Background: an optimization exercise with open tools, aiming at small area, a short achievable clock period and few clock cycles per item. Do not read the settings as production practice.
In this exercise RTL edits were held to simulation tests only and were not proved equivalent to the original.
Power is estimated from default activity; no workload was simulated.

==> job 6504: inputs <==
==> flow/design.v <==
package mips_pkg;
	typedef logic [32-1:0] word_t;
	typedef logic [5-1:0] reg_addr_t;
	typedef enum logic [5:0] {
		OP_RTYPE = 6'h00,
		OP_ADDI  = 6'h08,
		OP_SLTI  = 6'h0a,
		OP_ANDI  = 6'h0c,
		OP_ORI   = 6'h0d,
		OP_XORI  = 6'h0e,
		OP_LUI   = 6'h0f
	} opcode_t;
	typedef enum logic [5:0] {
		FN_SLL  = 6'h00,
		FN_SRL  = 6'h02,
		FN_SRA  = 6'h03,
		FN_SLLV = 6'h04,
		FN_SRLV = 6'h06,
		FN_SRAV = 6'h07,
		FN_ADD  = 6'h20,
		FN_SUB  = 6'h22,
		FN_AND  = 6'h24,
		FN_OR   = 6'h25,
		FN_XOR  = 6'h26,
		FN_NOR  = 6'h27,
		FN_SLT  = 6'h2a
	} funct_t;
	typedef enum logic [3:0] {
		ALU_ADD, ALU_SUB, ALU_AND, ALU_OR, ALU_XOR, ALU_NOR,
		ALU_SLT, ALU_SLL, ALU_SRL, ALU_SRA, ALU_LUI
	} alu_op_t;
endpackage
module mips_issue (
	input  logic                clk,
	input  logic                rst_n,
	input  logic                instr_valid,
	input  mips_pkg::word_t     instr,
	output logic                instr_credit,
	input  logic                res_credit,
	output mips_pkg::reg_addr_t nxt_rs,
	output mips_pkg::reg_addr_t nxt_rt,
	output logic                nxt_rt_en,
	output logic                nxt_byp_a,
	output logic                nxt_byp_b,
	input  mips_pkg::word_t     rd_data_a,
	input  mips_pkg::word_t     rd_data_b,
	input  logic                wb_valid,
	input  mips_pkg::reg_addr_t wb_dest,
	input  mips_pkg::word_t     wb_data,
	output logic                ex_valid,
	output mips_pkg::reg_addr_t ex_dest,
	output mips_pkg::word_t     ex_a,
	output mips_pkg::word_t     ex_b,
	output logic                fwd_ap,
	output logic                fwd_an,
	output logic                fwd_b,
	output logic                fwd_amt,
	output logic [4:0]          ex_amt,
	output logic                ex_add,
	output logic                ex_sub,
	output logic                ex_slt,
	output logic                ex_shift,
	output logic                ex_sh_left,
	output logic                ex_sh_arith,
	output logic [3:0]          ex_logic
);
	localparam int CRED_W = $clog2(4 + 1);
	mips_pkg::word_t   q0;
	mips_pkg::word_t   q1;
	logic              v0;
	logic              v1;
	logic [CRED_W-1:0] out_credits;
	logic [5:0] op;
	logic [5:0] fn;
	logic [4:0] rs;
	logic [4:0] rt;
	logic [4:0] rd;
	logic       rtype;
	logic       supported;
	logic       fire;
	logic       issue;
	logic       d_add;
	logic       d_sub;
	logic       d_slt;
	logic       d_shift;
	logic [3:0] d_logic;
	logic       fwd_a;
	mips_pkg::word_t q0_next;
	mips_pkg::word_t head_next;
	mips_pkg::word_t imm_val;
	mips_pkg::word_t a_val;
	mips_pkg::word_t b_val;
	assign op = q0[31:26];
	assign fn = q0[5:0];
	assign rs = q0[25:21];
	assign rt = q0[20:16];
	assign rd = q0[15:11];
	assign rtype = (op == 6'h00);
	always_comb begin
		supported = 1'b1;
		d_add = 1'b0;
		d_sub = 1'b0;
		d_slt = 1'b0;
		d_shift = 1'b0;
		d_logic = 4'b0000;
		case (op)
			6'h00: begin
				case (fn)
					6'h00, 6'h02, 6'h03, 6'h04, 6'h06, 6'h07: d_shift = 1'b1;
					6'h20: d_add = 1'b1;
					6'h22: begin d_add = 1'b1; d_sub = 1'b1; end
					6'h24: d_logic = 4'b1000;
					6'h25: d_logic = 4'b1110;
					6'h26: d_logic = 4'b0110;
					6'h27: d_logic = 4'b0001;
					6'h2a: begin d_slt = 1'b1; d_sub = 1'b1; end
					default: supported = 1'b0;
				endcase
			end
			6'h08: d_add = 1'b1;
			6'h0a: begin d_slt = 1'b1; d_sub = 1'b1; end
			6'h0c: d_logic = 4'b1000;
			6'h0d: d_logic = 4'b1110;
			6'h0e: d_logic = 4'b0110;
			6'h0f: d_logic = 4'b1010;
			default: supported = 1'b0;
		endcase
	end
	always_comb begin
		case (op)
			6'h08, 6'h0a: imm_val = {{16{q0[15]}}, q0[15:0]};
			6'h0f: imm_val = {q0[15:0], 16'h0000};
			default: imm_val = {16'h0000, q0[15:0]};
		endcase
	end
	assign a_val = rd_data_a;
	assign b_val = rd_data_b | (imm_val & {32{!rtype}});
	assign fwd_a = ex_valid && ex_dest == rs && rs != 5'd0 && !d_shift;
	assign fwd_ap = fwd_a && !d_sub;
	assign fwd_an = fwd_a && d_sub;
	assign fwd_b = rtype && ex_valid && ex_dest == rt && rt != 5'd0;
	assign fwd_amt = d_shift && fn[2] && ex_valid && ex_dest == rs && rs != 5'd0;
	assign fire = v0 && (!supported || out_credits != '0);
	assign issue = fire && supported;
	always_ff @(posedge clk or negedge rst_n) begin
		if (!rst_n) begin
			v0 <= 1'b0;
			v1 <= 1'b0;
			out_credits <= 4;
			instr_credit <= 1'b0;
			ex_valid <= 1'b0;
		end else begin
			if (fire) begin
				v0 <= v1 || instr_valid;
				v1 <= v1 && instr_valid;
			end else begin
				v0 <= v0 || instr_valid;
				v1 <= v1 || (v0 && instr_valid);
			end
			case ({issue, res_credit})
				2'b10: out_credits <= out_credits - 1'b1;
				2'b01: out_credits <= out_credits + 1'b1;
				default: out_credits <= out_credits;
			endcase
			instr_credit <= fire;
			ex_valid <= issue;
		end
	end
	assign q0_next = (fire && v1) ? q1 : instr;
	assign head_next = (fire || !v0) ? q0_next : q0;
	always_ff @(posedge clk) begin
		if (fire || !v0) begin
			q0 <= q0_next;
		end
		if (instr_valid)
			q1 <= instr;
	end
	assign nxt_rs = head_next[25:21];
	assign nxt_rt = head_next[20:16];
	assign nxt_rt_en = head_next[31:26] == 6'h00;
	assign nxt_byp_a = ex_valid && ex_dest == nxt_rs && nxt_rs != 5'd0;
	assign nxt_byp_b = ex_valid && ex_dest == nxt_rt && nxt_rt != 5'd0 && nxt_rt_en;
	always_ff @(posedge clk) begin
		ex_dest <= rtype ? rd : rt;
		ex_a <= fwd_a ? '0 : a_val ^ {32{d_sub}};
		ex_b <= fwd_b ? '0 : b_val;
		ex_amt <= fwd_amt ? 5'd0 : fn[2] ? a_val[4:0] : q0[10:6];
		ex_add <= d_add;
		ex_sub <= d_sub;
		ex_slt <= d_slt;
		ex_shift <= d_shift;
		ex_sh_left <= !fn[1];
		ex_sh_arith <= fn[0];
		ex_logic <= d_logic;
	end
endmodule
module mips_alu (
	input  logic                clk,
	input  logic                rst_n,
	input  logic                ex_valid,
	input  mips_pkg::reg_addr_t ex_dest,
	input  mips_pkg::word_t     ex_a,
	input  mips_pkg::word_t     ex_b,
	input  logic                fwd_ap,
	input  logic                fwd_an,
	input  logic                fwd_b,
	input  logic                fwd_amt,
	input  logic [4:0]          ex_amt,
	input  logic                ex_add,
	input  logic                ex_sub,
	input  logic                ex_slt,
	input  logic                ex_shift,
	input  logic                ex_sh_left,
	input  logic                ex_sh_arith,
	input  logic [3:0]          ex_logic,
	output logic                wb_valid,
	output mips_pkg::reg_addr_t wb_dest,
	output mips_pkg::word_t     wb_data
);
	mips_pkg::word_t a;
	mips_pkg::word_t b;
	mips_pkg::word_t hs;
	mips_pkg::word_t lgc;
	mips_pkg::word_t sh;
	mips_pkg::word_t other;
	mips_pkg::word_t x0;
	mips_pkg::word_t x1;
	mips_pkg::word_t carry;
	mips_pkg::word_t res;
	mips_pkg::word_t fwd_ap_q;
	mips_pkg::word_t fwd_an_q;
	mips_pkg::word_t fwd_b_q;
	logic [4:0]      fwd_amt_q;
	logic [4:0]      amt;
	logic            lt_c0;
	logic            lt_c1;
	logic            res0_c0;
	logic            res0_c1;
	assign a = fwd_ap_q | fwd_an_q | ex_a;
	assign b = fwd_b_q | ex_b;
	assign amt = fwd_amt_q | ex_amt;
	assign hs = a ^ b ^ {32{ex_sub}};
	logic [31:0] pg_g [0:5];
	logic [31:0] pg_p [0:5];
	always_comb begin
		pg_g[0] = a & b;
		pg_p[0] = a | b;
		for (int l = 0; l < 5; l++) begin
			for (int i = 0; i < 32; i++) begin
				if (i >= (1 << l)) begin
					pg_g[l+1][i] = pg_g[l][i] | (pg_p[l][i] & pg_g[l][i - (1 << l)]);
					pg_p[l+1][i] = pg_p[l][i] & pg_p[l][i - (1 << l)];
				end else begin
					pg_g[l+1][i] = pg_g[l][i];
					pg_p[l+1][i] = pg_p[l][i];
				end
			end
		end
		carry = {pg_g[5][30:0], 1'b0};
	end
	always_comb begin
		for (int i = 0; i < 32; i++)
			lgc[i] = ex_logic[{a[i], b[i]}];
	end
	always_comb begin
		if (ex_sh_left)
			sh = b << amt;
		else if (ex_sh_arith)
			sh = $signed(b) >>> amt;
		else
			sh = b >> amt;
	end
	assign other = lgc | ({32{ex_shift}} & sh);
	assign x0 = ex_add ? hs : other;
	assign x1 = ex_add ? ~hs : other;
	assign lt_c0 = (a[31] == b[31]) ? !a[31] : hs[31];
	assign lt_c1 = (a[31] == b[31]) ? !a[31] : !hs[31];
	assign res0_c0 = ex_add ? hs[0] : ex_slt ? lt_c0 : other[0];
	assign res0_c1 = ex_add ? hs[0] : ex_slt ? lt_c1 : other[0];
	always_comb begin
		for (int i = 1; i < 32; i++)
			res[i] = carry[i] ? x1[i] : x0[i];
		res[0] = carry[31] ? res0_c1 : res0_c0;
	end
	always_ff @(posedge clk or negedge rst_n) begin
		if (!rst_n)
			wb_valid <= 1'b0;
		else
			wb_valid <= ex_valid;
	end
	always_ff @(posedge clk) begin
		wb_dest <= ex_dest;
		wb_data <= res;
		fwd_ap_q <= res & {32{fwd_ap}};
		fwd_an_q <= ~res & {32{fwd_an}};
		fwd_b_q <= res & {32{fwd_b}};
		fwd_amt_q <= res[4:0] & {5{fwd_amt}};
	end
endmodule
module mips_regfile (
	input  logic                clk,
	input  logic                rst_n,
	input  mips_pkg::reg_addr_t nxt_rs,
	input  mips_pkg::reg_addr_t nxt_rt,
	input  logic                nxt_rt_en,
	input  logic                nxt_byp_a,
	input  logic                nxt_byp_b,
	output mips_pkg::word_t     rd_data_a,
	output mips_pkg::word_t     rd_data_b,
	input  logic                wr_en,
	input  mips_pkg::reg_addr_t wr_addr,
	input  mips_pkg::word_t     wr_data
);
	mips_pkg::word_t regs [1:32-1];
	logic [32-1:1] written;
	always_ff @(posedge clk) begin
		for (int i = 1; i < 32; i++)
			if (wr_en && wr_addr == i)
				regs[i] <= wr_data;
	end
	always_ff @(posedge clk or negedge rst_n) begin
		if (!rst_n)
			written <= '0;
		else
			for (int i = 1; i < 32; i++)
				if (wr_en && wr_addr == i)
					written[i] <= 1'b1;
	end
	logic [32-1:1] sel_a;
	logic [32-1:1] sel_b;
	logic                       byp_a;
	logic                       byp_b;
	always_ff @(posedge clk) begin
		byp_a <= nxt_byp_a;
		byp_b <= nxt_byp_b;
		for (int i = 1; i < 32; i++) begin
			sel_a[i] <= nxt_rs == i && (written[i] || (wr_en && wr_addr == i)) && !nxt_byp_a;
			sel_b[i] <= nxt_rt_en && nxt_rt == i && (written[i] || (wr_en && wr_addr == i)) &&
				!nxt_byp_b;
		end
	end
	always_comb begin
		rd_data_a = wr_data & {32{byp_a}};
		rd_data_b = wr_data & {32{byp_b}};
		for (int i = 1; i < 32; i++) begin
			rd_data_a = rd_data_a | (regs[i] & {32{sel_a[i]}});
			rd_data_b = rd_data_b | (regs[i] & {32{sel_b[i]}});
		end
	end
endmodule
module mips_core (
	input  logic                clk,
	input  logic                rst_n,
	input  logic                instr_valid,
	input  mips_pkg::word_t     instr,
	output logic                instr_credit,
	input  logic                res_credit,
	output logic                res_valid,
	output mips_pkg::reg_addr_t res_reg,
	output mips_pkg::word_t     res_data
);
	mips_pkg::reg_addr_t nxt_rs;
	mips_pkg::reg_addr_t nxt_rt;
	logic                nxt_rt_en;
	logic                nxt_byp_a;
	logic                nxt_byp_b;
	mips_pkg::word_t     rd_data_a;
	mips_pkg::word_t     rd_data_b;
	logic                ex_valid;
	mips_pkg::reg_addr_t ex_dest;
	mips_pkg::word_t     ex_a;
	mips_pkg::word_t     ex_b;
	logic                fwd_ap;
	logic                fwd_an;
	logic                fwd_b;
	logic                fwd_amt;
	logic [4:0]          ex_amt;
	logic                ex_add;
	logic                ex_sub;
	logic                ex_slt;
	logic                ex_shift;
	logic                ex_sh_left;
	logic                ex_sh_arith;
	logic [3:0]          ex_logic;
	logic                wb_valid;
	mips_pkg::reg_addr_t wb_dest;
	mips_pkg::word_t     wb_data;
	mips_issue u_issue (
		.clk(clk), .rst_n(rst_n),
		.instr_valid(instr_valid), .instr(instr), .instr_credit(instr_credit),
		.res_credit(res_credit),
		.nxt_rs(nxt_rs), .nxt_rt(nxt_rt), .nxt_rt_en(nxt_rt_en),
		.nxt_byp_a(nxt_byp_a), .nxt_byp_b(nxt_byp_b),
		.rd_data_a(rd_data_a), .rd_data_b(rd_data_b),
		.wb_valid(wb_valid), .wb_dest(wb_dest), .wb_data(wb_data),
		.ex_valid(ex_valid), .ex_dest(ex_dest), .ex_a(ex_a), .ex_b(ex_b),
		.fwd_ap(fwd_ap), .fwd_an(fwd_an), .fwd_b(fwd_b), .fwd_amt(fwd_amt), .ex_amt(ex_amt),
		.ex_add(ex_add), .ex_sub(ex_sub), .ex_slt(ex_slt), .ex_shift(ex_shift),
		.ex_sh_left(ex_sh_left), .ex_sh_arith(ex_sh_arith), .ex_logic(ex_logic)
	);
	mips_alu u_alu (
		.clk(clk), .rst_n(rst_n),
		.ex_valid(ex_valid), .ex_dest(ex_dest), .ex_a(ex_a), .ex_b(ex_b),
		.fwd_ap(fwd_ap), .fwd_an(fwd_an), .fwd_b(fwd_b), .fwd_amt(fwd_amt), .ex_amt(ex_amt),
		.ex_add(ex_add), .ex_sub(ex_sub), .ex_slt(ex_slt), .ex_shift(ex_shift),
		.ex_sh_left(ex_sh_left), .ex_sh_arith(ex_sh_arith), .ex_logic(ex_logic),
		.wb_valid(wb_valid), .wb_dest(wb_dest), .wb_data(wb_data)
	);
	mips_regfile u_regfile (
		.clk(clk), .rst_n(rst_n),
		.nxt_rs(nxt_rs), .nxt_rt(nxt_rt), .nxt_rt_en(nxt_rt_en),
		.nxt_byp_a(nxt_byp_a), .nxt_byp_b(nxt_byp_b),
		.rd_data_a(rd_data_a), .rd_data_b(rd_data_b),
		.wr_en(wb_valid), .wr_addr(wb_dest), .wr_data(wb_data)
	);
	assign res_valid = wb_valid;
	assign res_reg = wb_dest;
	assign res_data = wb_data;
endmodule
==> flow/run.sh <==
#!/bin/bash
# synth_recipe.tcl (not shown) runs the flow's synth.tcl, then flattens the netlist and writes it again
# the make line also repeats each setting of config.mk as NAME=value (left out here)
make -C /OpenROAD-flow-scripts/flow DESIGN_CONFIG=/design/flow/config.mk WORK_HOME=/design/flow/orfs CLKGATE_MAP_FILE= SYNTH_SCRIPT=/design/flow/synth_recipe.tcl finish
==> flow/config.mk <==
export PLATFORM = sky130hd
export DESIGN_NAME = mips_core
export DESIGN_NICKNAME = mips_core
export VERILOG_FILES = /design/flow/design.v
export SDC_FILE = /design/flow/constraint.sdc
export NUM_CORES = 4
export LEC_CHECK = 0
export CAP_MARGIN = 20
export CORE_MARGIN = 2
export CORE_UTILIZATION = 40
export PLACE_DENSITY = 0.45
export SETUP_SLACK_MARGIN = 4.3
export SLEW_MARGIN = 20
export TNS_END_PERCENT = 0
==> flow/constraint.sdc <==
create_clock -name core_clock -period 7.0 [get_ports {clk}]
set_input_delay 1.4000 -clock core_clock [delete_from_list [all_inputs] [get_ports {clk}]]
set_output_delay 1.4000 -clock core_clock [all_outputs]
set_load 0.01 [all_outputs]
==> job 7949: changes against job 6504 <==
--- a/flow/design.v
+++ b/flow/design.v
@@ -45,7 +45,4 @@
 	input  mips_pkg::word_t     rd_data_a,
 	input  mips_pkg::word_t     rd_data_b,
-	input  logic                wb_valid,
-	input  mips_pkg::reg_addr_t wb_dest,
-	input  mips_pkg::word_t     wb_data,
 	output logic                ex_valid,
 	output mips_pkg::reg_addr_t ex_dest,
@@ -214,7 +211,10 @@
 	input  logic                ex_sh_arith,
 	input  logic [3:0]          ex_logic,
-	output logic                wb_valid,
+	output logic                wb_we,
 	output mips_pkg::reg_addr_t wb_dest,
-	output mips_pkg::word_t     wb_data
+	output mips_pkg::word_t     wb_data,
+	output logic                res_valid,
+	output mips_pkg::reg_addr_t res_reg,
+	output mips_pkg::word_t     res_data
 );
 	mips_pkg::word_t a;
@@ -284,8 +284,17 @@
 	end
 	always_ff @(posedge clk or negedge rst_n) begin
-		if (!rst_n)
-			wb_valid <= 1'b0;
-		else
-			wb_valid <= ex_valid;
+		if (!rst_n) begin
+			res_valid <= 1'b0;
+			wb_we <= 1'b0;
+		end else begin
+			res_valid <= ex_valid;
+			wb_we <= ex_valid && ex_dest != '0;
+		end
+	end
+	always_ff @(posedge clk) begin
+		if (ex_valid) begin
+			res_reg <= ex_dest;
+			res_data <= res;
+		end
 	end
 	always_ff @(posedge clk) begin
@@ -383,5 +392,5 @@
 	logic                ex_sh_arith;
 	logic [3:0]          ex_logic;
-	logic                wb_valid;
+	logic                wb_we;
 	mips_pkg::reg_addr_t wb_dest;
 	mips_pkg::word_t     wb_data;
@@ -393,5 +402,4 @@
 		.nxt_byp_a(nxt_byp_a), .nxt_byp_b(nxt_byp_b),
 		.rd_data_a(rd_data_a), .rd_data_b(rd_data_b),
-		.wb_valid(wb_valid), .wb_dest(wb_dest), .wb_data(wb_data),
 		.ex_valid(ex_valid), .ex_dest(ex_dest), .ex_a(ex_a), .ex_b(ex_b),
 		.fwd_ap(fwd_ap), .fwd_an(fwd_an), .fwd_b(fwd_b), .fwd_amt(fwd_amt), .ex_amt(ex_amt),
@@ -405,5 +413,6 @@
 		.ex_add(ex_add), .ex_sub(ex_sub), .ex_slt(ex_slt), .ex_shift(ex_shift),
 		.ex_sh_left(ex_sh_left), .ex_sh_arith(ex_sh_arith), .ex_logic(ex_logic),
-		.wb_valid(wb_valid), .wb_dest(wb_dest), .wb_data(wb_data)
+		.wb_we(wb_we), .wb_dest(wb_dest), .wb_data(wb_data),
+		.res_valid(res_valid), .res_reg(res_reg), .res_data(res_data)
 	);
 	mips_regfile u_regfile (
@@ -412,8 +421,5 @@
 		.nxt_byp_a(nxt_byp_a), .nxt_byp_b(nxt_byp_b),
 		.rd_data_a(rd_data_a), .rd_data_b(rd_data_b),
-		.wr_en(wb_valid), .wr_addr(wb_dest), .wr_data(wb_data)
+		.wr_en(wb_we), .wr_addr(wb_dest), .wr_data(wb_data)
 	);
-	assign res_valid = wb_valid;
-	assign res_reg = wb_dest;
-	assign res_data = wb_data;
 endmodule
==> summary of the runs <==
Against job 6504, the critical path depth of job 7949 is lower by 1. Between job 7949 and job 6504, the lower die area is in job 6504 (gap about 1.2%, measured against job 6504). Clock power: job 7949 is higher than job 6504 (about 5%). In job 6504 the sequential power is smaller than in job 7949, by about 2.8%. Of job 6504 and job 7949, job 6504 has the higher register-to-register slack (gap 30 ps).
Testbench counts of job 6504, summed over its fixed seeds: cycles 24,024, items 24,000.
Testbench counts of job 7949, summed over its fixed seeds: cycles 24,024, items 24,000.

## separate check: timing with driven ports
The results above use ideal ports. As a check the final layouts listed here were re-extracted and re-timed, cells and wires unchanged. Step 1 sets driving cells, clkbuf_16 on the clock port and buf_2 on the other inputs (assumed; they add their load-dependent delay and slew). Step 2 also shifts input and output timing later by t, the mid clock arrival at the registers, as if the neighbouring blocks saw the same clock. Slacks: no drivers / after step 1 / after step 2; pairs: no drivers / after step 1.
run | shift t [ns] | setup slack, ns | worst setup path at the end | latest minus earliest clock arrival (ns) | pins driven straight from the clock port
job 6504 | 0.865 | 3.573 / 3.554 / 3.036 | input to register | 0.043 / 0.043 | 1
job 7949 | 0.889 | 3.542 / 3.542 / 3.057 | input to register | 0.039 / 0.039 | 1
After both steps setup and hold are still met in every run listed. For job 6504, which loses most, drivers alone change the setup slack by -0.019 ns; drivers and shift together by -0.537 ns.
